What follows belongs to an exercise in optimizing a design on an open flow for a short achievable clock period and few clock cycles per item; a production flow would make more cautious choices. In this exercise RTL edits were held to simulation tests only and were not proved equivalent to the original. Power figures rest on the tool's default switching activity, not on a simulated workload.

==> design/flow/design.v <==
package cpu_pkg;
    typedef logic [32-1:0]       word_t;
    typedef logic [5-1:0] reg_addr_t;
    typedef enum logic [4:0] {
        OP_RTYPE = 5'b00000,
        OP_J     = 5'b00001,
        OP_BNE   = 5'b00010,
        OP_ADDI  = 5'b00101,
        OP_BLT   = 5'b00110,
        OP_SW    = 5'b00111,
        OP_LW    = 5'b01000
    } opcode_e;
    typedef enum logic [4:0] {
        ALU_ADD = 5'd0,
        ALU_SUB = 5'd1,
        ALU_AND = 5'd2,
        ALU_OR  = 5'd3,
        ALU_SLL = 5'd4,
        ALU_SRA = 5'd5
    } alu_op_e;
    typedef enum logic [1:0] {
        FWD_NONE = 2'd0,
        FWD_MEM  = 2'd1,
        FWD_WB   = 2'd2
    } forward_sel_e;
endpackage
`timescale 1ns/100ps
module ks_add32 (
    input  logic [31:0] a,
    input  logic [31:0] b,
    input  logic        cin,
    output logic [31:0] s,
    output logic        cout
);
    logic [191:0] g, p;
    logic [31:0]  x;
    assign x = a ^ b;
    assign p[31:0] = x;
    assign g[31:0] = (a & b) | {31'd0, x[0] & cin};
    genvar k, i;
    generate
        for (k = 1; k < 6; k++) begin : g_lvl
            for (i = 0; i < 32; i++) begin : g_bit
                if (i >= (1 << (k - 1))) begin : g_comb
                    assign g[32*k + i] = g[32*(k-1) + i] |
                                         (p[32*(k-1) + i] & g[32*(k-1) + i - (1 << (k - 1))]);
                    assign p[32*k + i] = p[32*(k-1) + i] & p[32*(k-1) + i - (1 << (k - 1))];
                end else begin : g_pass
                    assign g[32*k + i] = g[32*(k-1) + i];
                    assign p[32*k + i] = p[32*(k-1) + i];
                end
            end
        end
    endgenerate
    assign s    = x ^ {g[32*5 +: 31], cin};
    assign cout = g[32*5 + 31];
endmodule
`timescale 1ns/100ps
module pipeline_cpu (
    input  logic  clock,
    input  logic  rst_n,
    output cpu_pkg::word_t address_imem,
    input  cpu_pkg::word_t q_imem,
    output cpu_pkg::word_t address_dmem,
    output cpu_pkg::word_t data,
    output logic  wren,
    input  cpu_pkg::word_t q_dmem
);
    localparam int BT_IW = 3;                
    localparam int BT_N  = 1 << BT_IW;
    logic [31:0] pc;
    logic        fd_valid;
    logic [31:0] fd_ir, fd_pc, fd_pc1, fd_tgt;
    logic        fd_isr;                     
    logic [4:0]  fd_baddr;
    logic [31:0] fd_rsoh, fd_rboh;           
    logic        fd_pred, fd_own, fd_conf;
    logic [1:0]  fd_ctr;
    logic [4:0]  fd_iter, fd_trip;
    logic [31:0] dx_a, dx_b, dx_c, dx_pc, dx_pc1, dx_tgt;
    logic        dx_fa, dx_fb, dx_fc, dx_fc_late;
    logic        dx_add00, dx_add10, dx_add01, dx_add11;
    logic        dx_sub01, dx_cin;          
    logic        dx_s_and, dx_s_or, dx_s_sll, dx_s_sra;
    logic        dx_ne00, dx_ne10, dx_ne01, dx_lt00, dx_lt10, dx_lt01;
    logic [4:0]  dx_sh, dx_rd;
    logic        dx_writes, dx_is_lw, dx_is_sw, dx_isbr;
    logic        dx_mp_t, dx_mp_n;           
    logic        dx_own, dx_conf;            
    logic [1:0]  dx_ctr;
    logic [4:0]  dx_iter, dx_trip;
    logic [31:0] xm_result, xm_addr, xm_c;
    logic        xm_writes, xm_is_lw, xm_is_sw;
    logic [4:0]  xm_rd;
    logic [31:0] mw_val;
    logic        mw_writes;
    logic [31:1] mw_we;                      
    logic [4:0]  mw_rd;
    logic [31:0] regs [1:31];
    logic             bt_v    [BT_N];
    logic             bt_pt   [BT_N];    
    logic [1:0]       bt_ctr  [BT_N];    
    logic [4:0]       bt_iter [BT_N];    
    logic [4:0]       bt_trip [BT_N];    
    logic             bt_conf [BT_N];    
    logic [31:0] pc1, npc, npc_norm, npc_t, npc_n;
    logic [BT_IW-1:0] f_idx;
    logic        f_hit, f_isj, f_isbr, f_take;
    logic [31:0] f_jt, f_imm, f_btgt;
    logic        f_btgt_co;
    logic        e_redir, e_taken, stall;
    assign address_imem = pc;
    assign pc1   = pc + 32'd1;
    assign f_idx  = pc[BT_IW-1:0];
    assign f_hit  = bt_v[f_idx];
    assign f_isj  = (q_imem[31:27] == 5'd1);
    assign f_isbr = (q_imem[31:27] == 5'd2) || (q_imem[31:27] == 5'd6);
    assign f_take = f_isbr && (f_hit ? bt_pt[f_idx] : q_imem[16]);
    assign f_jt   = {5'd0, q_imem[26:0]};
    assign f_imm  = {{15{q_imem[16]}}, q_imem[16:0]};
    ks_add32 u_btgt (.a(pc), .b(f_imm), .cin(1'b1), .s(f_btgt), .cout(f_btgt_co));
    assign npc_norm = stall ? pc : f_isj ? f_jt : f_take ? f_btgt : pc1;
    assign npc_t    = dx_mp_t ? dx_tgt : npc_norm;
    assign npc_n    = dx_mp_n ? dx_pc1 : npc_norm;
    assign npc      = e_taken ? npc_t : npc_n;
    assign e_redir  = e_taken ? dx_mp_t : dx_mp_n;
    always_ff @(posedge clock or negedge rst_n) begin
        if (!rst_n) begin
            pc       <= '0;
            fd_valid <= 1'b0;
        end else begin
            pc       <= npc;
            fd_valid <= e_redir ? 1'b0 : stall ? fd_valid : 1'b1;
        end
    end
    always_ff @(posedge clock) begin
        if (!stall) begin
            fd_ir    <= q_imem;
            fd_isr   <= (q_imem[31:27] == 5'd0);
            fd_baddr <= (q_imem[31:27] == 5'd0) ? q_imem[16:12] : q_imem[26:22];
            fd_rsoh  <= 32'd1 << q_imem[21:17];
            fd_rboh  <= 32'd1 << ((q_imem[31:27] == 5'd0) ? q_imem[16:12] : q_imem[26:22]);
            fd_pc    <= pc;
            fd_pc1   <= pc1;
            fd_tgt   <= f_btgt;
            fd_pred  <= f_take;
            fd_own   <= f_hit;
            fd_ctr   <= bt_ctr[f_idx];
            fd_iter  <= bt_iter[f_idx];
            fd_trip  <= bt_trip[f_idx];
            fd_conf  <= bt_conf[f_idx];
        end
    end
    logic [4:0]  d_op, d_rd, d_rs, d_rt, d_fn;
    logic        d_is_r, d_is_j, d_is_bne, d_is_addi, d_is_blt, d_is_sw, d_is_lw, d_isbr;
    logic        d_uses_rs, d_uses_rt, d_uses_rd, d_writes, d_go;
    logic [31:0] d_imm, d_ra, d_rb, d_rc, x_val;
    logic        d_fa, d_fb, d_fc, d_fc_late, d_add, d_sub;
    assign d_op = fd_ir[31:27];
    assign d_rd = fd_ir[26:22];
    assign d_rs = fd_ir[21:17];
    assign d_rt = fd_ir[16:12];
    assign d_fn = fd_ir[6:2];
    assign d_is_r    = fd_isr;
    assign d_is_j    = (d_op == 5'd1);
    assign d_is_bne  = (d_op == 5'd2);
    assign d_is_addi = (d_op == 5'd5);
    assign d_is_blt  = (d_op == 5'd6);
    assign d_is_sw   = (d_op == 5'd7);
    assign d_is_lw   = (d_op == 5'd8);
    assign d_isbr    = d_is_bne || d_is_blt;
    assign d_uses_rs = d_is_r | d_is_addi | d_is_lw | d_is_sw | d_isbr;
    assign d_uses_rt = d_is_r;
    assign d_uses_rd = d_is_sw | d_isbr;
    assign d_writes  = (d_is_r | d_is_addi | d_is_lw) && (d_rd != 5'd0);
    assign d_imm = {{15{fd_ir[16]}}, fd_ir[16:0]};
    logic [31:0] rd_a, rd_b;
    always_comb begin
        rd_a = 32'd0;
        rd_b = 32'd0;
        for (int i = 1; i < 32; i++) begin
            rd_a = rd_a | ({32{fd_rsoh[i]}} & regs[i]);
            rd_b = rd_b | ({32{fd_rboh[i]}} & regs[i]);
        end
    end
    assign x_val = xm_is_lw ? q_dmem : xm_result;
    assign d_ra = (xm_writes && xm_rd == d_rs) ? x_val :
                  (mw_writes && mw_rd == d_rs) ? mw_val : rd_a;
    logic [4:0] d_rb_addr;
    assign d_rb_addr = fd_baddr;
    assign d_rb = (xm_writes && xm_rd == d_rb_addr) ? x_val :
                  (mw_writes && mw_rd == d_rb_addr) ? mw_val : rd_b;
    assign d_rc = d_rb;
    assign d_fa = d_uses_rs && dx_writes && !dx_is_lw && dx_rd == d_rs;
    assign d_fb = d_uses_rt && dx_writes && !dx_is_lw && dx_rd == d_rt;
    assign d_fc = d_uses_rd && dx_writes && !dx_is_lw && dx_rd == d_rd;
    assign d_fc_late = d_is_sw && dx_writes && dx_is_lw && dx_rd == d_rd;
    assign stall = fd_valid && dx_writes && dx_is_lw &&
                   ((d_uses_rs && dx_rd == d_rs) || (d_uses_rt && dx_rd == d_rt) ||
                    (d_uses_rd && !d_is_sw && dx_rd == d_rd));
    assign d_go  = fd_valid && !stall;
    assign d_add = !d_is_r || d_fn == 5'd0;
    assign d_sub = d_is_r && d_fn == 5'd1;
    logic e_kill;
    logic dx_writes_q, dx_is_lw_q, dx_is_sw_q, dx_isbr_q, dx_mp_t_q, dx_mp_n_q;
    logic dx_ne00_q, dx_ne10_q, dx_ne01_q, dx_lt00_q, dx_lt10_q, dx_lt01_q;
    assign dx_writes = dx_writes_q && !e_kill;
    assign dx_is_lw = dx_is_lw_q && !e_kill;
    assign dx_is_sw = dx_is_sw_q && !e_kill;
    assign dx_isbr = dx_isbr_q && !e_kill;
    assign dx_mp_t = dx_mp_t_q && !e_kill;
    assign dx_mp_n = dx_mp_n_q && !e_kill;
    assign dx_ne00 = dx_ne00_q && !e_kill;
    assign dx_ne10 = dx_ne10_q && !e_kill;
    assign dx_ne01 = dx_ne01_q && !e_kill;
    assign dx_lt00 = dx_lt00_q && !e_kill;
    assign dx_lt10 = dx_lt10_q && !e_kill;
    assign dx_lt01 = dx_lt01_q && !e_kill;
    always_ff @(posedge clock or negedge rst_n) begin
        if (!rst_n) begin
            e_kill    <= 1'b0;
            dx_writes_q <= 1'b0;
            dx_is_lw_q  <= 1'b0;
            dx_is_sw_q  <= 1'b0;
            dx_isbr_q   <= 1'b0;
            dx_mp_t_q   <= 1'b0;
            dx_mp_n_q   <= 1'b0;
            dx_ne00_q   <= 1'b0;
            dx_ne10_q   <= 1'b0;
            dx_ne01_q   <= 1'b0;
            dx_lt00_q   <= 1'b0;
            dx_lt10_q   <= 1'b0;
            dx_lt01_q   <= 1'b0;
        end else begin
            e_kill    <= e_redir;
            dx_writes_q <= d_go && d_writes;
            dx_is_lw_q  <= d_go && d_is_lw;
            dx_is_sw_q  <= d_go && d_is_sw;
            dx_isbr_q   <= d_go && d_isbr;
            dx_mp_t_q   <= d_go && d_isbr && !fd_pred;
            dx_mp_n_q   <= d_go && d_isbr && fd_pred;
            dx_ne00_q   <= d_go && d_is_bne && !d_fc && !d_fa;
            dx_ne10_q   <= d_go && d_is_bne &&  d_fc && !d_fa;
            dx_ne01_q   <= d_go && d_is_bne && !d_fc &&  d_fa;
            dx_lt00_q   <= d_go && d_is_blt && !d_fc && !d_fa;
            dx_lt10_q   <= d_go && d_is_blt &&  d_fc && !d_fa;
            dx_lt01_q   <= d_go && d_is_blt && !d_fc &&  d_fa;
        end
    end
    always_ff @(posedge clock) begin
        dx_rd    <= d_rd;
        dx_a     <= d_ra;
        dx_b     <= d_is_r ? (d_sub ? ~d_rb : d_rb) : d_imm;
        dx_cin   <= d_sub;
        dx_c     <= d_rc;
        dx_pc1   <= fd_pc1;
        dx_pc    <= fd_pc;
        dx_tgt   <= fd_tgt;
        dx_own   <= fd_own;
        dx_ctr   <= fd_ctr;
        dx_iter  <= fd_iter;
        dx_trip  <= fd_trip;
        dx_conf  <= fd_conf;
        dx_fa    <= d_fa;
        dx_fb    <= d_fb;
        dx_fc    <= d_fc;
        dx_fc_late <= d_fc_late;
        dx_sh    <= fd_ir[11:7];
        dx_add00 <= (d_add || d_sub) && !d_fa && !d_fb;
        dx_add10 <= (d_add || d_sub) &&  d_fa && !d_fb;
        dx_add01 <= d_add && !d_fa &&  d_fb;
        dx_add11 <= d_add &&  d_fa &&  d_fb;
        dx_sub01 <= d_sub && !d_fa &&  d_fb;
        dx_s_and <= d_is_r && d_fn == 5'd2;
        dx_s_or  <= d_is_r && d_fn == 5'd3;
        dx_s_sll <= d_is_r && d_fn == 5'd4;
        dx_s_sra <= d_is_r && d_fn == 5'd5;
    end
    logic [31:0] op_a, op_b, op_c, e_sll, e_sra, e_oth, e_res, e_addr;
    logic [31:0] sum00, sum10, sum01, sum11, dif01;
    logic        e_isbr;
    logic        co_s00, co_s10, co_s01, co_d01;
    logic        lt00, lt10, lt01;
    logic [31:0] lt_s00, lt_s10, lt_s01;
    localparam logic [31:0] MSB = 32'h8000_0000;
    ks_add32 u_s00 (.a(dx_a),      .b(dx_b),       .cin(dx_cin), .s(sum00), .cout(co_s00));
    ks_add32 u_s10 (.a(xm_result), .b(dx_b),       .cin(dx_cin), .s(sum10), .cout(co_s10));
    ks_add32 u_s01 (.a(dx_a),      .b(xm_result),  .cin(1'b0), .s(sum01), .cout(co_s01));
    ks_add32 u_d01 (.a(dx_a),      .b(~xm_result), .cin(1'b1), .s(dif01), .cout(co_d01));
    assign sum11 = {xm_result[30:0], 1'b0};
    ks_add32 u_l00 (.a(dx_c ^ MSB),      .b(~(dx_a ^ MSB)),      .cin(1'b1), .s(lt_s00), .cout(lt00));
    ks_add32 u_l10 (.a(xm_result ^ MSB), .b(~(dx_a ^ MSB)),      .cin(1'b1), .s(lt_s10), .cout(lt10));
    ks_add32 u_l01 (.a(dx_c ^ MSB),      .b(~(xm_result ^ MSB)), .cin(1'b1), .s(lt_s01), .cout(lt01));
    assign op_a = dx_fa ? xm_result : dx_a;
    assign op_b = dx_fb ? xm_result : dx_b;
    assign op_c = dx_fc ? xm_result : dx_c;
    logic [31:0] sll_a, sll_x, sra_a, sra_x;
    assign sll_a = dx_a << dx_sh;
    assign sll_x = xm_result << dx_sh;
    assign sra_a = $signed(dx_a) >>> dx_sh;
    assign sra_x = $signed(xm_result) >>> dx_sh;
    assign e_sll = dx_fa ? sll_x : sll_a;
    assign e_sra = dx_fa ? sra_x : sra_a;
    assign e_oth = ({32{dx_s_and}} & (op_a & op_b)) | ({32{dx_s_or}} & (op_a | op_b)) |
                   ({32{dx_s_sll}} & e_sll) | ({32{dx_s_sra}} & e_sra);
    assign e_res = ({32{dx_add00}} & sum00) | ({32{dx_add10}} & sum10) |
                   ({32{dx_add01}} & sum01) | ({32{dx_add11}} & sum11) |
                   ({32{dx_sub01}} & dif01) | e_oth;
    assign e_addr = dx_fa ? sum10 : sum00;
    assign e_taken = (dx_ne00 && (dx_c != dx_a)) ||
                     (dx_ne10 && (xm_result != dx_a)) ||
                     (dx_ne01 && (dx_c != xm_result)) ||
                     (dx_lt00 && !lt00) ||
                     (dx_lt10 && !lt10) ||
                     (dx_lt01 && !lt01);
    assign e_isbr = dx_isbr;
    always_ff @(posedge clock or negedge rst_n) begin
        if (!rst_n) begin
            xm_writes <= 1'b0;
            xm_is_lw  <= 1'b0;
            xm_is_sw  <= 1'b0;
        end else begin
            xm_writes <= dx_writes;
            xm_is_lw  <= dx_is_lw;
            xm_is_sw  <= dx_is_sw;
        end
    end
    always_ff @(posedge clock) begin
        xm_rd     <= dx_rd;
        xm_result <= e_res;
        xm_addr   <= e_addr;
        xm_c      <= dx_fc_late ? q_dmem : op_c;
    end
    assign address_dmem = xm_addr;
    assign data         = xm_c;
    assign wren         = xm_is_sw;
    always_ff @(posedge clock or negedge rst_n) begin
        if (!rst_n) begin
            mw_writes <= 1'b0;
        end else begin
            mw_writes <= xm_writes;
        end
    end
    always_ff @(posedge clock) begin
        mw_rd  <= xm_rd;
        mw_val <= x_val;
        for (int i = 1; i < 32; i++) mw_we[i] <= xm_writes && xm_rd == i;
    end
    always_ff @(posedge clock or negedge rst_n) begin
        if (!rst_n) begin
            for (int i = 1; i < 32; i++) regs[i] <= '0;
        end else begin
            for (int i = 1; i < 32; i++) begin
                if (mw_we[i]) regs[i] <= mw_val;
            end
        end
    end
    logic        e_bwr;
    logic [1:0]  t_ctr, n_ctr;
    logic [4:0]  t_iter, t_trip, n_iter, n_trip;
    logic        t_conf, n_conf, t_pt, n_pt;
    assign e_bwr = e_isbr && (e_taken || dx_own);
    always_comb begin
        if (!dx_own) begin
            t_ctr  = 2'd3;
            t_iter = 5'd1;
            t_trip = 5'd0;
            t_conf = 1'b0;
        end else begin
            t_ctr  = (dx_ctr == 2'd3) ? 2'd3 : dx_ctr + 2'd1;
            t_iter = (dx_iter == 5'd31) ? 5'd31 : dx_iter + 5'd1;
            t_trip = dx_trip;
            t_conf = dx_conf;
        end
        t_pt   = t_ctr[1] && !(t_conf && t_iter == t_trip);
        n_ctr  = (dx_ctr == 2'd0) ? 2'd0 : dx_ctr - 2'd1;
        n_iter = 5'd0;
        n_trip = dx_iter;
        n_conf = (dx_iter == dx_trip);
        n_pt   = n_ctr[1] && !(n_conf && n_iter == n_trip);
    end
    logic             bu_e;
    logic [BT_IW-1:0] bu_idx;
    logic [1:0]       bu_ctr;
    logic [4:0]       bu_iter, bu_trip;
    logic             bu_conf, bu_pt;
    always_ff @(posedge clock or negedge rst_n) begin
        if (!rst_n) begin
            bu_e <= 1'b0;
        end else begin
            bu_e <= e_bwr;
        end
    end
    always_ff @(posedge clock) begin
        bu_idx  <= dx_pc[BT_IW-1:0];
        bu_ctr  <= e_taken ? t_ctr  : n_ctr;
        bu_iter <= e_taken ? t_iter : n_iter;
        bu_trip <= e_taken ? t_trip : n_trip;
        bu_conf <= e_taken ? t_conf : n_conf;
        bu_pt   <= e_taken ? t_pt   : n_pt;
    end
    always_ff @(posedge clock or negedge rst_n) begin
        if (!rst_n) begin
            for (int i = 0; i < BT_N; i++) begin
                bt_v[i]    <= 1'b0;
                bt_pt[i]   <= 1'b0;
                bt_ctr[i]  <= '0;
                bt_iter[i] <= '0;
                bt_trip[i] <= '0;
                bt_conf[i] <= 1'b0;
            end
        end else begin
            for (int i = 0; i < BT_N; i++) begin
                if (bu_e && bu_idx == i) begin
                    bt_v[i]    <= 1'b1;
                    bt_pt[i]   <= bu_pt;
                    bt_ctr[i]  <= bu_ctr;
                    bt_iter[i] <= bu_iter;
                    bt_trip[i] <= bu_trip;
                    bt_conf[i] <= bu_conf;
                end
            end
        end
    end
endmodule
==> design/flow/run.sh <==
#!/bin/bash
# synth_recipe.tcl (not shown) runs the flow's synth.tcl, then flattens the netlist and writes it again
# the make line also repeats each setting of config.mk as NAME=value (left out here)
make -C /OpenROAD-flow-scripts/flow DESIGN_CONFIG=/design/flow/config.mk WORK_HOME=/design/flow/orfs CLKGATE_MAP_FILE= SYNTH_SCRIPT=/design/flow/synth_recipe.tcl finish
==> design/flow/config.mk <==
export PLATFORM = sky130hd
export DESIGN_NAME = pipeline_cpu
export DESIGN_NICKNAME = pipeline_cpu
export VERILOG_FILES = /design/flow/design.v
export SDC_FILE = /design/flow/constraint.sdc
export NUM_CORES = 4
export LEC_CHECK = 0
export CAP_MARGIN = 20
export CELL_PAD_IN_SITES_DETAIL_PLACEMENT = 1
export CORE_MARGIN = 2
export CORE_UTILIZATION = 40
export PLACE_DENSITY = 0.5
export SETUP_SLACK_MARGIN = 5
export SLEW_MARGIN = 20
==> design/flow/constraint.sdc <==
create_clock -name core_clock -period 8.5 [get_ports {clock}]
set_input_delay 1.7000 -clock core_clock [delete_from_list [all_inputs] [get_ports {clock}]]
set_output_delay 1.7000 -clock core_clock [all_outputs]
set_load 0.01 [all_outputs]
==> results of run 1 <==
area by class of cell:
class | count | area [um2] | area share (%)
antenna | 11 | 27.53 | 0.02616
clock buffer | 280 | 5742 | 5.457
clock inverter | 83 | 1041 | 0.9893
inverter | 204 | 829.5 | 0.7883
multi-input combinational | 5480 | 46250 | 43.95
sequential | 1732 | 42620 | 40.50
tap | 2992 | 3744 | 3.558
timing repair buffer | 549 | 4970 | 4.723
timing repair inverter | 1 | 8.758 | 0.008323
metrics by stage:
stage | util (%) | instances | area [um2] | hold slack, ns | setup WS, ns
floorplan | - | 8068 | 90250 | 0.3096 | 4.571
global placement | 42.28 | 10790 | 94810 | 0.3155 | 2.964
detailed placement | 42.30 | 10790 | 94840 | 0.3132 | 2.926
CTS | 46.21 | 11240 | 103600 | 0.2985 | 4.901
global route | 46.92 | 11320 | 105200 | 0.3076 | 4.756
finish | 46.93 | 11330 | 105200 | 0.3026 | 4.832
cell usage after synthesis (all sizes together) (29+ instances only):
cell type / number
mux2: 1203
dfrtp: 1163
clkbuf: 464
a22oi: 419
nand2: 395
dfxtp: 387
nor2: 347
o21ai: 344
a221oi: 293
a21oi: 268
a22o: 267
ha: 257
inv: 203
buf: 191
edfxtp: 182
nand4: 171
mux2i: 163
nand3: 139
xnor2: 118
nor3: 113
o211ai: 108
a222oi: 83
a21o: 79
xor2: 72
a31oi: 49
o22ai: 47
mux4: 41
nand2b: 38
a211oi: 35
nor2b: 31
a221o: 30
o21a: 29
layer usage:
layer	vias to the layer above	part of all wire [%]
li1	31000	-
met1	40820	41
met2	5349	41
met3	1362	12
met4	16	6.2
met5	-	0.043
report_power, final:
part	switching [mW]	internal, mW
Clock	3.85	5.13
Sequential	1.75	9.75
Combinational	4.42	3.08
Total	10.0	18.0
worst max-delay path, stage by stage (launching register included):
cell	delay, ns
edfxtp_1	0.63
buf_4	0.48
a222oi_1	0.49
nand4_1	0.18
nor3_1	0.43
nand2_1	0.11
o211ai_1	0.55
o21ai_1	0.43
worst paths after layout:
check | endpoint | slack [ns] | from
setup / recovery | dx_a[15]$_DFF_P_ | 4.83 | fd_rsoh[7]$_SDFFCE_PP0N_
hold / removal | dx_tgt[7]$_DFF_P_ | 0.30 | fd_tgt[7]$_DFFE_PN_
setup reg to reg | dx_a[15]$_DFF_P_ | 4.83 | fd_rsoh[7]$_SDFFCE_PP0N_
hold reg to reg | dx_tgt[7]$_DFF_P_ | 0.30 | fd_tgt[7]$_DFFE_PN_
max in group asynchronous | regs[16][28]$_DFFE_PN0P_ | 5.57 | rst_n
min in group asynchronous | regs[25][5]$_DFFE_PN0P_ | 0.91 | rst_n
kinds of logic (layout without fill, tap and decap cells):
family | count (synthesis) | after routing
AOI/OAI and AO/OA | 2250 | 2250
and+or+nand+nor | 1365 | 1369
buffers and inverters | 860 | 1117
other | 0 | 11
DFF | 1732 | 1732
muxes | 1407 | 1407
xor gates and xnor gates | 190 | 190
adders and majority gates | 264 | 264
placed cells by master (no fill, tap or decap), types with 27 or more instances in the layout:
cell             instances
inv_1                  188
o21ai_1                 32
o211ai_1               107
o21ai_0                297
xor2_1                  70
clkbuf_8                51
clkinv_2                35
clkdlybuf4s50_1         98
clkbuf_16              200
xnor2_1                112
dlygate4sd2_1           44
ha_4                    49
a21o_1                  78
nand2b_1                37
ha_1                   197
dfxtp_1                277
nor3_1                  98
nand2_1                389
a221oi_1               286
nand3_1                134
mux4_2                  41
edfxtp_1               182
dfrtp_1               1132
a221o_1                 29
mux2i_1                152
mux2_2                1203
clkbuf_1                33
dfxtp_2                 60
dfrtp_2                 30
nor2_1                 340
nor2b_1                 27
dfxtp_4                 50
buf_4                  329
a31oi_1                 41
nand4_1                171
a21oi_1                245
a211oi_1                27
a22o_1                 267
a22oi_1                417
a222oi_1                83
timing repair:
action,CTS,global route
setup endpoints to repair,318,132
hold endpoints to repair,0,0
gates cloned,8,3
resized for setup,424,212
buffers inserted,83,75
pin swaps,62,98
==> results_dict.tcl, run 1 <==
set metrics [dict create \
    synth-edff-count 182 \
    dieWidth_um 478.4 \
    syn_avg_cell_area_um2 11.16 \
    final-setup-viol-count 0 \
    yosys.area_share.simple_pct 7.210 \
    largest_register "regs" \
    hp-class "reg -> reg" \
    gp_congestion 0.9524 \
    post-route-min-period_ns 3.668 \
    crit_type "reg -> reg" \
    grt_max_degree 163 \
    status "no timing/DRC/antenna violations" \
    setup_tns_ns 0 \
    synth_nets 8398 \
    reg.largest.list "regs x992, bt_iter x40, bt_trip x40" \
    synth_area_leaders "dfrtp_1 (32%), mux2_2 (15%), dfxtp_1 (8.6%), edfxtp_1 (6.1%), ha_1 (3.6%)" \
    firstDrtPassIters 10 \
    root_buffer "clkbuf_16" \
    required_ns 9.09 \
    drt_iter0_markers 11910 \
    hold_depth 0 \
    p_total_mw 27.97 \
    clock_latency_ns 0.91 \
    ir_worst_vdd_uv 226.7 \
    track_usage_pct 37.52 \
    arrival_ns 4.26 \
    reg2reg_depth 7 \
    nets 8491 \
    fillers 23540 \
    use_met2_pct 53.28 \
    avgViaCountPerCell 6.931 \
    ys.warnings.count 8 \
    met1_usage_pct 51.67 \
    vias 78540 \
    synth_compound_area_share_pct 18.52 \
    crit_fanout 26 \
    hold_violations 0 \
    synth_top_family_by_area "compound AO/OA/AOI/OAI gates" \
    fmax_mhz 272.6 \
    wirelength_mm 445.4 \
    grt_pass1_vias 77750 \
    synthDominantCellAreaShare_pct 32.32 \
    cp-start-kind "flip-flop" \
    synth_xor_area_share_pct 1.848 \
    area_delta_synth_final_pct 16.87 \
    syn-cell-area_um2 90030 \
    syn_inst 8068 \
    clk_pin_slew_worst_paths_ns 0.06 \
    slew-limit-headroom_pct 17.16 \
    synthMuxAreaShare_pct 17.88 \
    rsz0062_at_grt "yes" \
    final.period_utilization_pct 43.15 \
    ys.flop_type "dfrtp_1" \
    htreeDepth 4 \
    maxSlewViolCount 0 \
    pin_count 163 \
    wl_per_cell_um 39.30 \
    antenna_found_initial 27 \
    die_area_um2 228900 \
    row_count 174 \
    skew_ns 0.06782 \
    dp_hpwl_mm 269.8 \
    core_um2 224200 \
    clockBufferDepth 3 \
    remaining_drc_errors 0 \
    numCtsBuffers 193 \
    cts_sinks 1732 \
    leakage_nw 45.37 \
    drt.antenna.violating_nets 0 \
    largest_reg_flops 992 \
    die_h_um 478.4 \
    ys_seq_area_share_pct 47.00 \
    critPathCaptureType "flip-flop" \
    async_reset_ff_share_pct 67.15 \
    grt-busiest-layer "met2" \
    drv_cap 0 \
    drive_above_1_share_pct 29.25 \
    overflow 0 \
    port_buffers 162 \
    worst_pin_slew_ns 1.243 \
    synth.distinct_cells 102 \
    cts_tree "yes" \
    grt_first_pass_wirelength_mm 615.8 \
    synth_top_cell_by_area "dfrtp_1" \
    power_density_nw_per_um2 265.8 \
    yosys_register_bits 1732 \
    cts_hold_buffers 0 \
    initial_core_util_pct 40.15 \
    synth_adder_area_share_pct 3.727 \
    grtUsageMet3_pct 10.65 \
]
Testbench counts, summed over its fixed seeds: cycles 73,827, instrs 69,073.
==> inputs of run 2 (changes only) <==
--- a/design/flow/design.v
+++ b/design/flow/design.v
@@ -109,7 +109,8 @@
     logic [31:0] f_jt, f_imm, f_btgt;
     logic        f_btgt_co;
     logic        e_redir, e_taken, stall;
-    assign address_imem = pc;
+    logic [31:0] pc_out_n;
+    assign address_imem = ~pc_out_n;
     assign pc1   = pc + 32'd1;
     assign f_idx  = pc[BT_IW-1:0];
     assign f_hit  = bt_v[f_idx];
@@ -118,7 +119,15 @@
     assign f_take = f_isbr && (f_hit ? bt_pt[f_idx] : q_imem[16]);
     assign f_jt   = {5'd0, q_imem[26:0]};
     assign f_imm  = {{15{q_imem[16]}}, q_imem[16:0]};
-    ks_add32 u_btgt (.a(pc), .b(f_imm), .cin(1'b1), .s(f_btgt), .cout(f_btgt_co));
+    logic [17:0] f_lo;
+    logic [14:0] pc_hi, pc_hi_p1, pc_hi_m1;
+    assign f_lo     = {1'b0, pc[16:0]} + {1'b0, q_imem[16:0]} + 18'd1;
+    assign pc_hi    = pc[31:17];
+    assign pc_hi_p1 = pc[31:17] + 15'd1;
+    assign pc_hi_m1 = pc[31:17] - 15'd1;
+    assign f_btgt[16:0]  = f_lo[16:0];
+    assign f_btgt[31:17] = (q_imem[16] == f_lo[17]) ? pc_hi : q_imem[16] ? pc_hi_m1 : pc_hi_p1;
+    assign f_btgt_co = 1'b0;
     assign npc_norm = stall ? pc : f_isj ? f_jt : f_take ? f_btgt : pc1;
     assign npc_t    = dx_mp_t ? dx_tgt : npc_norm;
     assign npc_n    = dx_mp_n ? dx_pc1 : npc_norm;
@@ -127,9 +136,11 @@
     always_ff @(posedge clock or negedge rst_n) begin
         if (!rst_n) begin
             pc       <= '0;
+            pc_out_n <= '1;
             fd_valid <= 1'b0;
         end else begin
             pc       <= npc;
+            pc_out_n <= ~npc;
             fd_valid <= e_redir ? 1'b0 : stall ? fd_valid : 1'b1;
         end
     end
==> run 2 against run 1 <==
  * Combinational power increased by 6.5%
  * Critical endpoint is now pc[24]$_DFF_PN0_
  * Largest cell class unchanged
  * Die area increased by 1.4%
  * Routed wire length increased by 1.4%
  * Register-to-register slack got worse by 0.09 ns
  * Non-clock buffer count increased by 73
  * Critical path type is now in -> reg
  * Sequential share of layout area decreased by 0.39 points
  * Maximum frequency decreased by 5.2%
  * Power increased by 2.1%
  * Synthesized cell count increased by 2.7%
  * Clock power about the same
==> results_dict.tcl, run 2 <==
set metrics [dict create \
    status "no timing/DRC/antenna violations" \
    top_layer "met5" \
    arrival_ns 4.63 \
    largest_register "regs" \
    critPathCaptureType "flip-flop" \
    synth-edff-count 182 \
    synth_nets 8619 \
    slew-limit-headroom_pct 13.30 \
    crit_type "in -> reg" \
    overflow 0 \
    grt_max_degree 166 \
    synth_top_cell_by_area "dfrtp_1" \
    avgViaCountPerCell 6.916 \
    power_density_nw_per_um2 263.9 \
    remaining_drc_errors 0 \
    cts_tree "yes" \
    async_reset_ff_share_pct 67.74 \
    wirelength_mm 451.7 \
    syn-cell-area_um2 91300 \
    path_cells "clkdlybuf4s50_1, ha_2, a21oi_1, a21oi_4, nor2_4, buf_12, mux2_4, a21o_1, a32o_1" \
    drt_iter0_markers 12280 \
    port_buffers 162 \
    ys.warnings.count 8 \
    drv_cap 0 \
    syn_avg_cell_area_um2 11.02 \
    dp_hpwl_mm 268.6 \
    post-route-min-period_ns 3.868 \
    hold_violations 0 \
    track_usage_pct 37.58 \
    required_ns 9.26 \
    routed-wl-met2_mm 193.2 \
    synthDominantCellAreaShare_pct 31.87 \
    nets 8771 \
    layout_common_cells "mux2_2 (1174), dfrtp_1 (1159), nand2_1 (420)" \
    ys_seq_area_share_pct 47.27 \
    firstDrtPassIters 9 \
    grt_pass1_vias 79900 \
    maxSlewViolCount 0 \
    clockBufferDepth 3 \
    grt_first_pass_wirelength_mm 623.2 \
    ys_top_cells_by_count "mux2_2 (1179), dfrtp_1 (1163), clkbuf_1 (507)" \
    fillers 23590 \
    cts_hold_buffers 0 \
    yosys_register_bits 1764 \
    root_buffer "clkbuf_16" \
    area_delta_synth_final_pct 18.57 \
    fin_hold_ws_ns 0.3269 \
    crit_family "compound AO/OA/AOI/OAI gates" \
    clock_latency_ns 0.89 \
    pin_count 163 \
    drive_above_1_share_pct 30.02 \
    numCtsBuffers 199 \
    wl_per_cell_um 38.84 \
    vias 80430 \
    yosysMostFrequentCell "mux2_2" \
    antenna_found_initial 24 \
    htreeDepth 4 \
    final.period_utilization_pct 45.51 \
    critPathMaxStageDelay_ns 0.66 \
    crit_slowest_cell "clkdlybuf4s50_1" \
    core_um2 227100 \
    syn_inst 8289 \
    cts_sinks 1764 \
    leakage_nw 47.03 \
    worst-path-buf-inv 2 \
    rsz0062_at_grt "yes" \
    initial_core_util_pct 40.21 \
    cp-start-kind "input port" \
    largest_reg_flops 992 \
    setup_tns_ns 0 \
    drt.antenna.violating_nets 0 \
    ir_worst_vdd_uv 228.9 \
    die_area_um2 232100 \
    skew_ns 0.05412 \
    reg.largest.list "regs x992, bt_iter x40, bt_trip x40" \
    wl_met3_mm 47.93 \
    hp-class "reg -> reg" \
    dieWidth_um 481.8 \
    row_count 175 \
    fmax_mhz 258.5 \
    die_h_um 481.8 \
    final-setup-viol-count 0 \
    clk_pin_slew_worst_paths_ns 0.06 \
    gp_congestion 0.9730 \
    wl_met1_mm 180.6 \
    crit_fanout 6 \
    ys.flop_type "dfrtp_1" \
    synth.distinct_cells 98 \
    synth_area_leaders "dfrtp_1 (32%), mux2_2 (15%), dfxtp_1 (8.5%), edfxtp_1 (6.0%), ha_1 (3.5%)" \
    worst_pin_slew_ns 1.287 \
    final_common_cell "mux2_2" \
]
run 2: final cells by class:
type / count / area (um2) / area share [%]
Tap cell: 3009 / 3765 / 3.478
Timing Repair inverter: 2 / 25.02 / 0.02312
Antenna cell: 12 / 30.03 / 0.02774
Clock buffer: 301 / 5819 / 5.376
Inverter: 248 / 1010 / 0.9327
Clock inverter: 68 / 858.3 / 0.7929
Multi-Input combinational cell: 5604 / 47420 / 43.81
Sequential cell: 1764 / 43430 / 40.12
Timing Repair Buffer: 622 / 5896 / 5.446
run 2: what timing repair did:
item / 4_1_cts / 5_1_grt
pin swaps: 66 / 109
resized for setup: 447 / 382
endpoints found under the setup margin: 429 / 219
cloned: 15 / 9
buffers inserted: 96 / 95
hold endpoints to repair: 0 / 0
run 2: per-stage QoR:
stage	area [um2]	setup slack, ns	power [mW]	instances	utilization [%]
5_1_grt	108200	4.657	29.61	11620	47.67
2_1_floorplan	91520	4.276	15.16	8289	-
6_report	108300	4.632	28.57	11630	47.68
3_3_place_gp	96420	3.097	17.82	11030	42.46
4_1_cts	105500	4.799	27.55	11510	46.46
3_5_place_dp	96430	3.093	18.01	11030	42.47
run 2: routing by layer:
metal / global-route usage (%) / vias up
li1: - / 31840
met4: 20.81 / 8
met5: 0.1657 / -
met1: 50.41 / 41780
met2: 54.98 / 5300
met3: 9.848 / 1501
run 2: cell families (layout without fill, tap and decap cells):
group                    after synthesis  after routing  share of synthesized area, %
other                                  0             12                             0
adder cells (fa/ha/maj)              264            264                         3.684
multiplexers                        1379           1379                         17.25
XOR/XNOR                             203            203                         1.962
AND/OR/NAND/NOR                     1489           1500                         7.685
AO/OA/AOI/OAI                       2258           2258                         18.26
buffers and inverters                932           1241                         3.890
flip-flops                          1764           1764                         47.27
run 2: power breakdown:
part	switching, mW	internal, mW
combinational	4.63	3.36
sequential	1.64	9.99
clock	3.76	5.20
total	10.0	18.5
run 2: final timing paths:
path,start,cells past startpoint,end,slack (ns)
worst max register to register,pc[3]$_DFF_PN0_,9,pc[16]$_DFF_PN0_,4.74
min in group asynchronous,rst_n,1,regs[11][25]$_DFFE_PN0P_,0.75
worst min-delay path,dx_pc[2]$_DFF_P_,0,bu_idx[2]$_DFF_P_,0.33
worst min register to register,dx_pc[2]$_DFF_P_,0,bu_idx[2]$_DFF_P_,0.33
max in group asynchronous,rst_n,3,regs[26][10]$_DFFE_PN0P_,5.83
worst max-delay path,q_imem[15],9,pc[24]$_DFF_PN0_,4.63
Testbench counts of run 2, summed over its fixed seeds: cycles 73,827, instrs 69,073.
==> inputs of run 3 (changes only) <==
--- a/design/flow/design.v
+++ b/design/flow/design.v
@@ -392,9 +392,15 @@
     end
     logic             bu_e;
     logic [BT_IW-1:0] bu_idx;
-    logic [1:0]       bu_ctr;
-    logic [4:0]       bu_iter, bu_trip;
-    logic             bu_conf, bu_pt;
+    logic             bu_tk;
+    logic [1:0]       bu_tctr, bu_nctr, bu_ctr;
+    logic [4:0]       bu_titer, bu_niter, bu_ttrip, bu_ntrip, bu_iter, bu_trip;
+    logic             bu_tconf, bu_nconf, bu_tpt, bu_npt, bu_conf, bu_pt;
+    assign bu_ctr  = bu_tk ? bu_tctr  : bu_nctr;
+    assign bu_iter = bu_tk ? bu_titer : bu_niter;
+    assign bu_trip = bu_tk ? bu_ttrip : bu_ntrip;
+    assign bu_conf = bu_tk ? bu_tconf : bu_nconf;
+    assign bu_pt   = bu_tk ? bu_tpt   : bu_npt;
     always_ff @(posedge clock or negedge rst_n) begin
         if (!rst_n) begin
             bu_e <= 1'b0;
@@ -404,11 +410,17 @@
     end
     always_ff @(posedge clock) begin
         bu_idx  <= dx_pc[BT_IW-1:0];
-        bu_ctr  <= e_taken ? t_ctr  : n_ctr;
-        bu_iter <= e_taken ? t_iter : n_iter;
-        bu_trip <= e_taken ? t_trip : n_trip;
-        bu_conf <= e_taken ? t_conf : n_conf;
-        bu_pt   <= e_taken ? t_pt   : n_pt;
+        bu_tk    <= e_taken;
+        bu_tctr  <= t_ctr;
+        bu_nctr  <= n_ctr;
+        bu_titer <= t_iter;
+        bu_niter <= n_iter;
+        bu_ttrip <= t_trip;
+        bu_ntrip <= n_trip;
+        bu_tconf <= t_conf;
+        bu_nconf <= n_conf;
+        bu_tpt   <= t_pt;
+        bu_npt   <= n_pt;
     end
     always_ff @(posedge clock or negedge rst_n) begin
         if (!rst_n) begin
==> run 3 against run 2 <==
  * Die area up 0.15%
  * First-iteration DRC count down 5.2%
  * Utilization down 0.51 points
  * Hold slack about the same
  * Clock power up 1%
  * Cell count up 0.47%
  * Critical endpoint is now pc[18]$_DFF_PN0_
  * Final area down 0.98%
  * Synthesized cell count up 1.6%
  * Largest power group unchanged
  * Area after synthesis up 0.15%
  * Sequential cell count up 10
  * Combinational power down 1%
==> results_dict.tcl, run 3 <==
set metrics [dict create \
    crit_slowest_cell "o32ai_4" \
    dp_hpwl_mm 265.2 \
    synthDominantCellAreaShare_pct 31.83 \
    grt_first_pass_wirelength_mm 623.2 \
    die_h_um 482.1 \
    gp_congestion 0.9876 \
    min_to "bu_idx[1]$_DFF_P_" \
    grt_max_degree 176 \
    pin_count 163 \
    critPathMaxStageDelay_ns 0.56 \
    syn_avg_cell_area_um2 10.86 \
    worst-path-buf-inv 5 \
    rsz0062_at_grt "yes" \
    ir_worst_vdd_uv 244.5 \
    htreeDepth 4 \
    nets 8832 \
    setup_tns_ns 0 \
    worst_pin_slew_ns 1.305 \
    wl_per_cell_um 38.08 \
    layout_common_cells "dfrtp_1 (1159), mux2_2 (1094), nand2_1 (540)" \
    hold_depth 0 \
    antenna_found_initial 22 \
    largest_register "regs" \
    wirelength_mm 444.9 \
    path_cells "inv_1, ha_1, a21oi_2, nand2_1, a2111oi_4, o211ai_1, o32ai_4, o31a_1, buf_12, nor2_4, buf_4, buf_6, buf_16, a22o_1, a221o_1" \
    ys.warnings.count 8 \
    cts_sinks 1774 \
    ys_top_cells_by_count "dfrtp_1 (1163), mux2_2 (1099), nand2_1 (542)" \
    syn_inst 8418 \
    initial_core_util_pct 40.23 \
    crit_family "compound AO/OA/AOI/OAI gates" \
    hp-class "reg -> reg" \
    hp-start "dx_pc[1]$_DFF_P_" \
    stdcell_count 11690 \
    area_delta_synth_final_pct 17.23 \
    track_usage_pct 37.35 \
    r2r_end "pc[18]$_DFF_PN0_" \
    fmax_mhz 256.7 \
    grt_pass1_vias 81260 \
    die_area_um2 232400 \
    dieWidth_um 482.1 \
    dp_slack_ns 2.945 \
    remaining_drc_errors 0 \
    post-route-min-period_ns 3.896 \
    syn-cell-area_um2 91440 \
    synth_top_cell_by_area "dfrtp_1" \
    arrival_ns 4.65 \
    yosysMostFrequentCell "dfrtp_1" \
    required_ns 9.25 \
    synth.distinct_cells 96 \
    drv_cap 0 \
    ys_seq_area_share_pct 47.42 \
    drt_iter0_markers 11630 \
    reg.largest.list "regs x992, bt_iter x40, bt_trip x40" \
    cts_tree "yes" \
    async_reset_ff_share_pct 67.36 \
    crit_fanout 5 \
    cp-start-kind "flip-flop" \
    vias 80260 \
    port_buffers 162 \
    hold_violations 0 \
    critPathCaptureType "flip-flop" \
    power_density_nw_per_um2 267.5 \
    drt.antenna.violating_nets 0 \
    ys.flop_type "dfrtp_1" \
    synth-edff-count 182 \
    skew_ns 0.04980 \
    numCtsBuffers 198 \
    clk_pin_slew_worst_paths_ns 0.06 \
    status "no timing/DRC/antenna violations" \
    row_count 175 \
    synth_nets 8748 \
    leakage_nw 46.26 \
    r2r_start "xm_result[30]$_DFF_P_" \
    final.period_utilization_pct 45.84 \
    slew-limit-headroom_pct 12.97 \
    clock_latency_ns 0.90 \
    final-setup-viol-count 0 \
    maxSlewViolCount 0 \
    drive_above_1_share_pct 26.85 \
    largest_reg_flops 992 \
    core_um2 227300 \
    firstDrtPassIters 8 \
    reg2reg_depth 15 \
    yosys_register_bits 1774 \
    dpl.cell_count 11160 \
    crit_type "reg -> reg" \
    overflow 0 \
    r2r_setup_slack_ns 4.60 \
    final_common_cell "dfrtp_1" \
    synth_area_leaders "dfrtp_1 (32%), mux2_2 (14%), dfxtp_1 (8.7%), edfxtp_1 (6.0%), ha_1 (3.5%)" \
    p_total_mw 28.68 \
    cts_hold_buffers 0 \
    avgViaCountPerCell 6.869 \
    root_buffer "clkbuf_16" \
    final.setup.worst_slack_ns 4.604 \
    clockBufferDepth 3 \
]
run 3: kinds of logic after synthesis:
logic type / after synthesis / synth area share (%)
AOI/OAI and AO/OA: 2357 / 18.65
xor gates and xnor gates: 199 / 1.914
adders and majority gates: 264 / 3.678
buffers and inverters: 935 / 3.890
DFF: 1774 / 47.42
muxes: 1311 / 16.38
and+or+nand+nor: 1578 / 8.075
run 3: where the power goes:
group | switching (mW) | total (mW) | internal (mW)
sequential | 1.65 | 11.7 | 10.1
clock | 3.82 | 9.06 | 5.24
combinational | 4.61 | 7.89 | 3.28
run 3: routing by layer:
layer | wire length, um | share of wire, % | track usage [%] | vias to the layer above
met5 | 77 | 0.017 | 0.1430 | -
met4 | 29290 | 6.6 | 20.56 | 14
met3 | 48180 | 11 | 10.40 | 1448
met2 | 188800 | 42 | 54.78 | 5127
met1 | 178500 | 40 | 49.67 | 41660
li1 | - | - | - | 32020
run 3: stage by stage:
step / hold slack, ns / util [%] / cell area [um2]
2_1_floorplan: 0.3096 / - / 91690
3_3_place_gp: 0.3131 / 42.50 / 96600
3_5_place_dp: 0.3171 / 42.52 / 96640
4_1_cts: 0.3255 / 46.71 / 106200
5_1_grt: 0.3379 / 47.16 / 107200
6_report: 0.3266 / 47.16 / 107200
run 3: worst max path at each step:
stage | start | endpoint | slack, ns | cells after the start
6_report | xm_result[30]$_DFF_P_ | pc[18]$_DFF_PN0_ | 4.60 | 15
5_1_grt | xm_result[31]$_DFF_P_ | pc[29]$_DFF_PN0_ | 4.54 | 15
4_1_cts | dx_a[30]$_DFF_P_ | pc[28]$_DFF_PN0_ | 4.80 | 15
3_5_place_dp | q_imem[0] | pc[24]$_DFF_PN0_ | 2.95 | 13
3_3_place_gp | q_imem[0] | pc[24]$_DFF_PN0_ | 2.99 | 13
2_1_floorplan | q_imem[5] | pc[18]$_DFF_PN0_ | 4.28 | 11
run 3: final cells by class:
class	instances	area [um2]
clock inverter	69	942.2
timing repair inverter	3	43.79
inverter	242	996.0
tap	3009	3765
antenna	7	17.52
clock buffer	298	5806
multi-input combinational	5710	46550
timing repair buffer	573	5465
fill	23860	120100
sequential	1774	43610
run 3: timing repair:
action,CTS,global route
cloned,10,2
buffers inserted,105,39
resized for setup,499,165
pin swaps,92,68
endpoints found under the setup margin,352,230
Testbench counts of run 3, summed over its fixed seeds: cycles 73,827, instrs 69,073.
==> inputs of run 4 (changes only) <==
==> design/flow/flow/run.sh (new file) <==
#!/bin/bash
# The standard layout (standard.sh, unchanged synthesis and steps), with
# one change: the port buffers that global placement inserts on every input
# and output are plain sky130_fd_sc_hd__buf_4 cells instead of the delay
# buffer buffer_ports picks by default. make's full output goes to
# flow_make.log in the work folder; ORFS keeps each step's own log under
# orfs/logs.
set -uo pipefail
bash standard.sh 'BUFFER_PORTS_ARGS=-buffer_cell sky130_fd_sc_hd__buf_4' finish > flow_make.log 2>&1
rc=$?
tail -40 flow_make.log
exit $rc
==> design/flow/standard.sh (new file) <==
#!/bin/bash
# synth_recipe.tcl (not shown) runs the flow's synth.tcl, then flattens the netlist and writes it again
# the make line also repeats each setting of config.mk as NAME=value (left out here)
make -C /OpenROAD-flow-scripts/flow DESIGN_CONFIG=/design/flow/config.mk WORK_HOME=/design/flow/orfs CLKGATE_MAP_FILE= SYNTH_SCRIPT=/design/flow/synth_recipe.tcl "${@:-finish}"
removed: design/flow/run.sh
==> run 4 against run 3 <==
  * Still clean on timing, DRC and antenna
  * Global-route usage down 0.30 points
  * Synthesized cell count stayed put
  * Clock-buffer cell count is 3 lower
  * Sequential power is essentially flat
  * Routed wire length is essentially flat
  * Utilization about the same
  * Setup slack gained 0.10 ns
  * Largest cell class unchanged
==> results_dict.tcl, run 4 <==
set metrics [dict create \
    drt_iter0_markers 11870 \
    syn_inst 8418 \
    p_sw_mw 10.10 \
    largest_reg_flops 992 \
    hold_violations 0 \
    area_delta_synth_final_pct 17.23 \
    row_count 175 \
    ys.flop_type "dfrtp_1" \
    final_cell_area_um2 107200 \
    drv_cap 0 \
    clockBufferDepth 3 \
    rsz0062_at_grt "yes" \
    cp.depth 13 \
    drt.antenna.violating_nets 0 \
    ir_worst_vdd_uv 204.4 \
    numCtsBuffers 200 \
    crit_fanout 10 \
    ys_seq_area_share_pct 47.42 \
    maxSlewViolCount 0 \
    dp_hpwl_mm 264.4 \
    syn_avg_cell_area_um2 10.86 \
    final-setup-viol-count 0 \
    die_h_um 482.1 \
    wirelength_mm 444.5 \
    track_usage_pct 37.05 \
    switching_share_pct 35.30 \
    cts_sinks 1774 \
    remaining_drc_errors 0 \
    p_total_mw 28.60 \
    final_util_pct 47.17 \
    reg2reg_depth 13 \
    leakage_nw 46.61 \
    fmax_mhz 263.5 \
    internal_power_mw 18.51 \
    crit_type "reg -> reg" \
    async_reset_ff_share_pct 67.36 \
    final.period_utilization_pct 44.66 \
    cp-start-kind "flip-flop" \
    synthDominantCellAreaShare_pct 31.83 \
    port_buffers 162 \
    grt-busiest-layer "met2" \
    reg.largest.list "regs x992, bt_iter x40, bt_trip x40" \
    cts_hold_buffers 0 \
    r2r_setup_slack_ns 4.70 \
    clk_pin_slew_worst_paths_ns 0.06 \
    p_seq_share_pct 40.9 \
    firstDrtPassIters 8 \
    yosysMostFrequentCell "dfrtp_1" \
    yosys_register_bits 1774 \
    grtUsageMet3_pct 9.732 \
    largest_register "regs" \
    hp-class "reg -> reg" \
    synth_nets 8748 \
    critPathMaxStageDelay_ns 0.71 \
    arrival_ns 4.56 \
    status "no timing/DRC/antenna violations" \
    power_density_nw_per_um2 266.8 \
    syn-cell-area_um2 91440 \
    power_frac_comb_pct 27.8 \
    worst-path-buf-inv 5 \
    slew-limit-headroom_pct 13.64 \
    htreeDepth 4 \
    core_um2 227300 \
    synth-edff-count 182 \
    skew_ns 0.04878 \
    synth_area_leaders "dfrtp_1 (32%), mux2_2 (14%), dfxtp_1 (8.7%), edfxtp_1 (6.0%), ha_1 (3.5%)" \
    grt_first_pass_wirelength_mm 617.2 \
    critPathCaptureType "flip-flop" \
    clock_latency_ns 0.89 \
    worst_pin_slew_ns 1.279 \
    vias 80590 \
    antenna_found_initial 23 \
    synth_top_cell_by_area "dfrtp_1" \
    avgViaCountPerCell 6.861 \
    crit_slowest_cell "o211ai_1" \
    required_ns 9.26 \
    nets 8878 \
    dieWidth_um 482.1 \
    gp_congestion 0.9463 \
    power_frac_clock_pct 31.3 \
    final_common_cell "dfrtp_1" \
    die_area_um2 232400 \
    layout_common_cells "dfrtp_1 (1160), mux2_2 (1095), buf_4 (533)" \
    met1_usage_pct 50.08 \
    synth.distinct_cells 96 \
    use_met2_pct 53.90 \
    cts_tree "yes" \
    ys.warnings.count 8 \
    drive_above_1_share_pct 29.37 \
    grt_pass1_vias 80300 \
    initial_core_util_pct 40.23 \
    placedInstanceArea_um2 96220 \
    crit_family "compound AO/OA/AOI/OAI gates" \
    wl_per_cell_um 37.85 \
    hold_depth 0 \
    path_cells "inv_1, ha_4, nand4_1, buf_4, o211ai_1, o32ai_4, buf_6, nor4_4, buf_12, nor2_4, buf_12, a22o_4, a221o_1" \
    post-route-min-period_ns 3.796 \
    pin_count 163 \
    crit_top_cell "buf_12" \
    overflow 0 \
    grt_max_degree 177 \
    root_buffer "clkbuf_16" \
    ys_top_cells_by_count "dfrtp_1 (1163), mux2_2 (1099), nand2_1 (542)" \
    setup_tns_ns 0 \
]
run 4: final timing paths:
kind | startpoint | endpoint
min in group asynchronous | rst_n | regs[8][26]$_DFFE_PN0P_
max in group asynchronous | rst_n | pc[1]$_DFF_PN0_
max reg2reg | xm_result[29]$_DFF_P_ | pc[18]$_DFF_PN0_
min | dx_pc[1]$_DFF_P_ | bu_idx[1]$_DFF_P_
max | xm_result[29]$_DFF_P_ | pc[18]$_DFF_PN0_
min reg2reg | dx_pc[1]$_DFF_P_ | bu_idx[1]$_DFF_P_
run 4: kinds of logic (layout without fill, tap and decap cells):
kind of cell,count (synthesis),in the layout,share of synthesized area [%]
multiplexers,1311,1311,16.38
other,0,20,0
flip-flops,1774,1774,47.42
buffers and inverters,935,1231,3.890
AO/OA/AOI/OAI,2357,2357,18.65
XOR/XNOR,199,199,1.914
adder cells (fa/ha/maj),264,264,3.678
AND/OR/NAND/NOR,1578,1580,8.075
run 4: power groups by stage:
stage,sequential (mW),clock [mW],combinational [mW]
floorplan,10.9,0,4.56
global placement,11.7,0,6.47
detailed placement,11.7,0,6.62
CTS,11.6,9.06,7.30
global route,11.8,9.38,8.49
finish,11.7,8.97,7.95
run 4: layout make-up:
| cell class | instances | area, um2 |
|---|---|---|
| clock inverter | 75 | 785.8 |
| clock buffer | 295 | 5934 |
| tap | 3009 | 3765 |
| sequential | 1774 | 43630 |
| multi-input combinational | 5711 | 46620 |
| timing repair inverter | 2 | 20.02 |
| fill | 24020 | 120100 |
| antenna | 20 | 50.05 |
| inverter | 242 | 994.7 |
| timing repair buffer | 617 | 5398 |
run 4: stage by stage:
| step | worst slack, ns | hold WS (ns) | instances |
|---|---|---|---|
| floorplan | 4.278 | 0.3096 | 8418 |
| global placement | 3.285 | 0.3110 | 11160 |
| detailed placement | 3.237 | 0.3143 | 11160 |
| CTS | 4.848 | 0.3310 | 11650 |
| global route | 4.688 | 0.3456 | 11730 |
| finish | 4.704 | 0.3317 | 11750 |
run 4: routing by layer:
| layer | wire length (um) | share of wire, % | up-vias |
|---|---|---|---|
| li1 | - | - | 32080 |
| met1 | 179600 | 40 | 41800 |
| met2 | 188300 | 42 | 5295 |
| met3 | 47820 | 11 | 1395 |
| met4 | 28670 | 6.4 | 14 |
| met5 | 125 | 0.028 | - |
run 4: what timing repair did:
| action | CTS | global route |
|---|---|---|
| endpoints found under the hold margin | 0 | 0 |
| pin swaps | 72 | 73 |
| resized for setup | 376 | 200 |
| setup endpoints to repair | 264 | 220 |
| cloned | 8 | 6 |
| setup buffers | 107 | 73 |
run 4: worst register-to-register path, cell delays in order, from the launching register on:
cell and delay (ns):
dfxtp_4 0.40, inv_1 0.11, ha_4 0.29, nand4_1 0.22, buf_4 0.24, o211ai_1 0.71
o32ai_4 0.27, buf_6 0.21, nor4_4 0.35, buf_12 0.17, nor2_4 0.07, buf_12 0.15
a22o_4 0.27, a221o_1 0.26
==> inputs of run 5 (changes only) <==
--- a/design/flow/design.v
+++ b/design/flow/design.v
@@ -119,15 +119,7 @@
     assign f_take = f_isbr && (f_hit ? bt_pt[f_idx] : q_imem[16]);
     assign f_jt   = {5'd0, q_imem[26:0]};
     assign f_imm  = {{15{q_imem[16]}}, q_imem[16:0]};
-    logic [17:0] f_lo;
-    logic [14:0] pc_hi, pc_hi_p1, pc_hi_m1;
-    assign f_lo     = {1'b0, pc[16:0]} + {1'b0, q_imem[16:0]} + 18'd1;
-    assign pc_hi    = pc[31:17];
-    assign pc_hi_p1 = pc[31:17] + 15'd1;
-    assign pc_hi_m1 = pc[31:17] - 15'd1;
-    assign f_btgt[16:0]  = f_lo[16:0];
-    assign f_btgt[31:17] = (q_imem[16] == f_lo[17]) ? pc_hi : q_imem[16] ? pc_hi_m1 : pc_hi_p1;
-    assign f_btgt_co = 1'b0;
+    ks_add32 u_btgt (.a(pc), .b(f_imm), .cin(1'b1), .s(f_btgt), .cout(f_btgt_co));
     assign npc_norm = stall ? pc : f_isj ? f_jt : f_take ? f_btgt : pc1;
     assign npc_t    = dx_mp_t ? dx_tgt : npc_norm;
     assign npc_n    = dx_mp_n ? dx_pc1 : npc_norm;
@@ -392,15 +384,9 @@
     end
     logic             bu_e;
     logic [BT_IW-1:0] bu_idx;
-    logic             bu_tk;
-    logic [1:0]       bu_tctr, bu_nctr, bu_ctr;
-    logic [4:0]       bu_titer, bu_niter, bu_ttrip, bu_ntrip, bu_iter, bu_trip;
-    logic             bu_tconf, bu_nconf, bu_tpt, bu_npt, bu_conf, bu_pt;
-    assign bu_ctr  = bu_tk ? bu_tctr  : bu_nctr;
-    assign bu_iter = bu_tk ? bu_titer : bu_niter;
-    assign bu_trip = bu_tk ? bu_ttrip : bu_ntrip;
-    assign bu_conf = bu_tk ? bu_tconf : bu_nconf;
-    assign bu_pt   = bu_tk ? bu_tpt   : bu_npt;
+    logic [1:0]       bu_ctr;
+    logic [4:0]       bu_iter, bu_trip;
+    logic             bu_conf, bu_pt;
     always_ff @(posedge clock or negedge rst_n) begin
         if (!rst_n) begin
             bu_e <= 1'b0;
@@ -410,17 +396,11 @@
     end
     always_ff @(posedge clock) begin
         bu_idx  <= dx_pc[BT_IW-1:0];
-        bu_tk    <= e_taken;
-        bu_tctr  <= t_ctr;
-        bu_nctr  <= n_ctr;
-        bu_titer <= t_iter;
-        bu_niter <= n_iter;
-        bu_ttrip <= t_trip;
-        bu_ntrip <= n_trip;
-        bu_tconf <= t_conf;
-        bu_nconf <= n_conf;
-        bu_tpt   <= t_pt;
-        bu_npt   <= n_pt;
+        bu_ctr  <= e_taken ? t_ctr  : n_ctr;
+        bu_iter <= e_taken ? t_iter : n_iter;
+        bu_trip <= e_taken ? t_trip : n_trip;
+        bu_conf <= e_taken ? t_conf : n_conf;
+        bu_pt   <= e_taken ? t_pt   : n_pt;
     end
     always_ff @(posedge clock or negedge rst_n) begin
         if (!rst_n) begin
==> run 5 against run 4 <==
  * Sequential power barely moved
  * Still clean on timing, DRC and antenna
  * Area after synthesis fell by 0.34%
  * Utilization about the same
  * Clock skew rose by 0.014 ns
  * Cell count decreased by 2.4%
  * First-iteration DRC count is 1.8% lower
  * Critical path depth is 4 higher
  * Non-clock buffer count shrank 60
  * Clock power is 0.4% lower
  * Maximum frequency decreased by 3.5%
==> results_dict.tcl, run 5 <==
set metrics [dict create \
    crit_slowest_cell "or4_4" \
    power_density_nw_per_um2 261.8 \
    port_buffers 162 \
    dpl.cell_count 10930 \
    grt_max_degree 165 \
    critPathCaptureType "flip-flop" \
    reg.largest.list "regs x992, bt_iter x40, bt_trip x40" \
    ys.flop_type "dfrtp_1" \
    slew-limit-headroom_pct 17.10 \
    largest_reg_flops 992 \
    ys.warnings.count 8 \
    final-setup-viol-count 0 \
    cp-start-kind "flip-flop" \
    numCtsBuffers 196 \
    cts_tree "yes" \
    dp_slack_ns 3.471 \
    crit_family "compound AO/OA/AOI/OAI gates" \
    leakage_nw 46.67 \
    post-route-min-period_ns 3.935 \
    final_cell_area_um2 106900 \
    crit_fanout 8 \
    largest_register "regs" \
    crit_type "reg -> reg" \
    avgViaCountPerCell 6.866 \
    ir_worst_vdd_uv 223.9 \
    crit_top_cell "buf_12" \
    status "no timing/DRC/antenna violations" \
    fmax_mhz 254.2 \
    rsz0062_at_grt "yes" \
    drive_above_1_share_pct 31.11 \
    die_h_um 481.3 \
    crit_path_end "pc_out_n[27]$_DFF_PN1_" \
    initial_core_util_pct 40.17 \
    synth_top_cell_by_area "dfrtp_1" \
    wirelength_mm 438.1 \
    r2r_setup_slack_ns 4.57 \
    placedInstanceArea_um2 95910 \
    dp_hpwl_mm 259.2 \
    required_ns 9.30 \
    remaining_drc_errors 0 \
    vias 78730 \
    cts_hold_buffers 0 \
    hold_violations 0 \
    arrival_ns 4.73 \
    final.period_utilization_pct 46.29 \
    reg2reg_depth 17 \
    cp-startpoint "dx_a[30]$_DFF_P_" \
    gp_congestion 0.9544 \
    core_um2 226800 \
    layout_common_cells "mux2_2 (1198), dfrtp_1 (1160), buf_4 (466)" \
    die_area_um2 231700 \
    grt_first_pass_wirelength_mm 607.7 \
    hp-class "reg -> reg" \
    clk_pin_slew_worst_paths_ns 0.06 \
    cts_sinks 1764 \
    seq_area_um2 43380 \
    area_delta_synth_final_pct 17.32 \
    cp.depth 17 \
    async_reset_ff_share_pct 67.74 \
    power_frac_clock_pct 31.9 \
    worst-path-buf-inv 6 \
    row_count 175 \
    clock_latency_ns 0.89 \
    multi_input_area_um2 47000 \
    syn_inst 8177 \
    antenna_found_initial 15 \
    overflow 0 \
    internal_power_mw 18.14 \
    stdcell_count 11470 \
    critPathMaxStageDelay_ns 0.56 \
    synth_nets 8507 \
    nets 8607 \
    maxSlewViolCount 0 \
    power_frac_comb_pct 26.4 \
    path_cells "inv_4, ha_4, nand4_1, or4_4, nor2_4, nand4_1, o31ai_1, a31oi_1, a311o_2, o21ai_4, buf_6, buf_12, buf_12, buf_16, buf_12, o22ai_4, a21o_1" \
    clockBufferDepth 3 \
    final_util_pct 47.13 \
    synth_area_leaders "dfrtp_1 (32%), mux2_2 (15%), dfxtp_1 (8.5%), edfxtp_1 (6.0%), ha_1 (3.5%)" \
    worst_pin_slew_ns 1.244 \
    track_usage_pct 36.54 \
    synth-edff-count 182 \
    switching_share_pct 35.19 \
    ys_top_cells_by_count "mux2_2 (1200), dfrtp_1 (1163), clkbuf_1 (475)" \
    wl_per_cell_um 38.21 \
    ys_seq_area_share_pct 47.36 \
    final_common_cell "mux2_2" \
    synthDominantCellAreaShare_pct 31.94 \
    synth.distinct_cells 98 \
    firstDrtPassIters 7 \
    grt_pass1_vias 79020 \
    root_buffer "clkbuf_16" \
    fillers 23690 \
    final.setup.worst_slack_ns 4.565 \
    drt_iter0_markers 11660 \
    dieWidth_um 481.3 \
    drv_cap 0 \
    yosys_register_bits 1764 \
    drt.antenna.violating_nets 0 \
    syn_avg_cell_area_um2 11.14 \
    syn-cell-area_um2 91130 \
    yosysMostFrequentCell "mux2_2" \
    pin_count 163 \
    setup_tns_ns 0 \
    p_seq_share_pct 41.7 \
    skew_ns 0.06314 \
    r2r_end "pc_out_n[27]$_DFF_PN1_" \
    r2r_start "dx_a[30]$_DFF_P_" \
    htreeDepth 4 \
    p_sw_mw 9.851 \
]
-- run 5: cell types whose count changed in the layout (fill, tap and decap cells not counted), sizes merged, moves of 22 or more --
cell / change
nand2: -161
mux2: +101
buf: -56
o21ai: -97
a21oi: -44
a21o: +22
xor2: -27
-- run 5: cell type report --
| class | count | area share (%) |
|---|---|---|
| multi-input cells | 5532 | 43.96 |
| flip-flops and latches | 1764 | 40.57 |
| clock buffers | 285 | 5.383 |
| repair buffers | 557 | 4.824 |
| well taps | 3009 | 3.521 |
| clock inverters | 86 | 0.8824 |
| inverters | 226 | 0.8414 |
| diodes | 7 | 0.01638 |
-- run 5: worst min-delay path by stage --
stage / startpoint / cells past startpoint / end / slack (ns)
2_1_floorplan: dx_pc[0]$_DFF_P_ / 0 / bu_idx[0]$_DFF_P_ / 0.31
3_5_place_dp: dx_pc[0]$_DFF_P_ / 0 / bu_idx[0]$_DFF_P_ / 0.32
3_3_place_gp: dx_pc[1]$_DFF_P_ / 0 / bu_idx[1]$_DFF_P_ / 0.32
4_1_cts: dx_pc[0]$_DFF_P_ / 0 / bu_idx[0]$_DFF_P_ / 0.33
5_1_grt: fd_ctr[0]$_DFFE_PN_ / 0 / dx_ctr[0]$_DFF_P_ / 0.34
6_report: dx_pc[0]$_DFF_P_ / 0 / bu_idx[0]$_DFF_P_ / 0.34
-- run 5: cell families after synthesis --
group                      Yosys count  share of synthesized area (%)
and+or+nand+nor                   1415                          7.448
xor gates and xnor gates           191                          1.836
adders and majority gates          264                          3.682
DFF                               1764                          47.36
muxes                             1416                          17.72
buffers and inverters              885                          3.695
AOI/OAI and AO/OA                 2242                          18.26
-- run 5: per-stage QoR --
| step | power [mW] | hold WS, ns |
|---|---|---|
| finish | 27.99 | 0.3355 |
| global route | 29.07 | 0.3421 |
| CTS | 27.55 | 0.3339 |
| global placement | 17.86 | 0.3173 |
| detailed placement | 18.06 | 0.3192 |
| floorplan | 15.28 | 0.3096 |
-- run 5: what timing repair did --
item	in CTS	in global routing
resized for setup	416	160
pin swaps	91	61
buffers inserted	91	41
setup endpoints to repair	239	129
endpoints found under the hold margin	0	0
cloned	19	6
-- run 5: per-layer routing --
layer | part of all wire (%) | up-vias | global-route usage [%] | wire length, um
met5 | 0.033 | - | 0.2486 | 144
met4 | 6.8 | 18 | 21.28 | 29780
met3 | 10 | 1460 | 9.241 | 45730
met2 | 43 | 5034 | 53.71 | 187000
met1 | 40 | 40810 | 48.65 | 175500
li1 | - | 31400 | - | -
-- run 5: power groups by stage --
| stage | Combinational, mW | Sequential [mW] | Clock (mW) |
|---|---|---|---|
| 2_1_floorplan | 4.40 | 10.9 | 0 |
| 3_3_place_gp | 6.27 | 11.6 | 0 |
| 3_5_place_dp | 6.41 | 11.6 | 0 |
| 4_1_cts | 6.95 | 11.6 | 9.03 |
| 5_1_grt | 7.88 | 11.8 | 9.37 |
| 6_report | 7.39 | 11.7 | 8.93 |
-- run 5: worst reg2reg max path: cells and delay by family, from the launching register on --
kind / cells / cell delay [ns]
compound gates: 6 / 1.38
simple gates: 4 / 1.15
buf+inv: 6 / 0.70
flops: 1 / 0.36
fa+ha+maj: 1 / 0.26
Testbench counts of run 5, summed over its fixed seeds: cycles 73,827, instrs 69,073.

## static timing again, ports no longer ideal
The flow's constraints put no driver on any port. The routed layouts listed below were extracted and timed again, unchanged, in two steps. Step 1 sets driving cells, clkbuf_16 on the clock port and buf_2 on the other inputs (assumed; they add their load-dependent delay and slew). Step 2 times the ports against the registers' clock, not the clock port: input delays grow and output delays shrink by t, the midpoint of the rising clock arrivals with the driver on. Three values: ideal, step 1, step 2; two values: the first two.
run	t (ns)	slack for setup (ns)	worst hold slack (ns)	slew at the worst register clock pin (ns)	cell pins on the clock port's net
run 1	0.972	4.832 / 4.832 / 4.055	0.303 / 0.303 / 0.303	0.07 / 0.07	1
run 2	0.967	4.632 / 4.722 / 3.755	0.327 / 0.327 / 0.327	0.07 / 0.07	1
run 3	0.967	4.604 / 4.604 / 3.714	0.327 / 0.327 / 0.327	0.07 / 0.07	1
run 4	0.966	4.704 / 4.704 / 3.889	0.332 / 0.332 / 0.332	0.07 / 0.07	1
run 5	0.964	4.565 / 4.565 / 3.890	0.336 / 0.336 / 0.336	0.07 / 0.07	1
After both steps setup and hold are still met in every run listed. For run 3, which loses most, drivers alone change the setup slack by 0.000 ns; drivers and shift together by -0.890 ns.
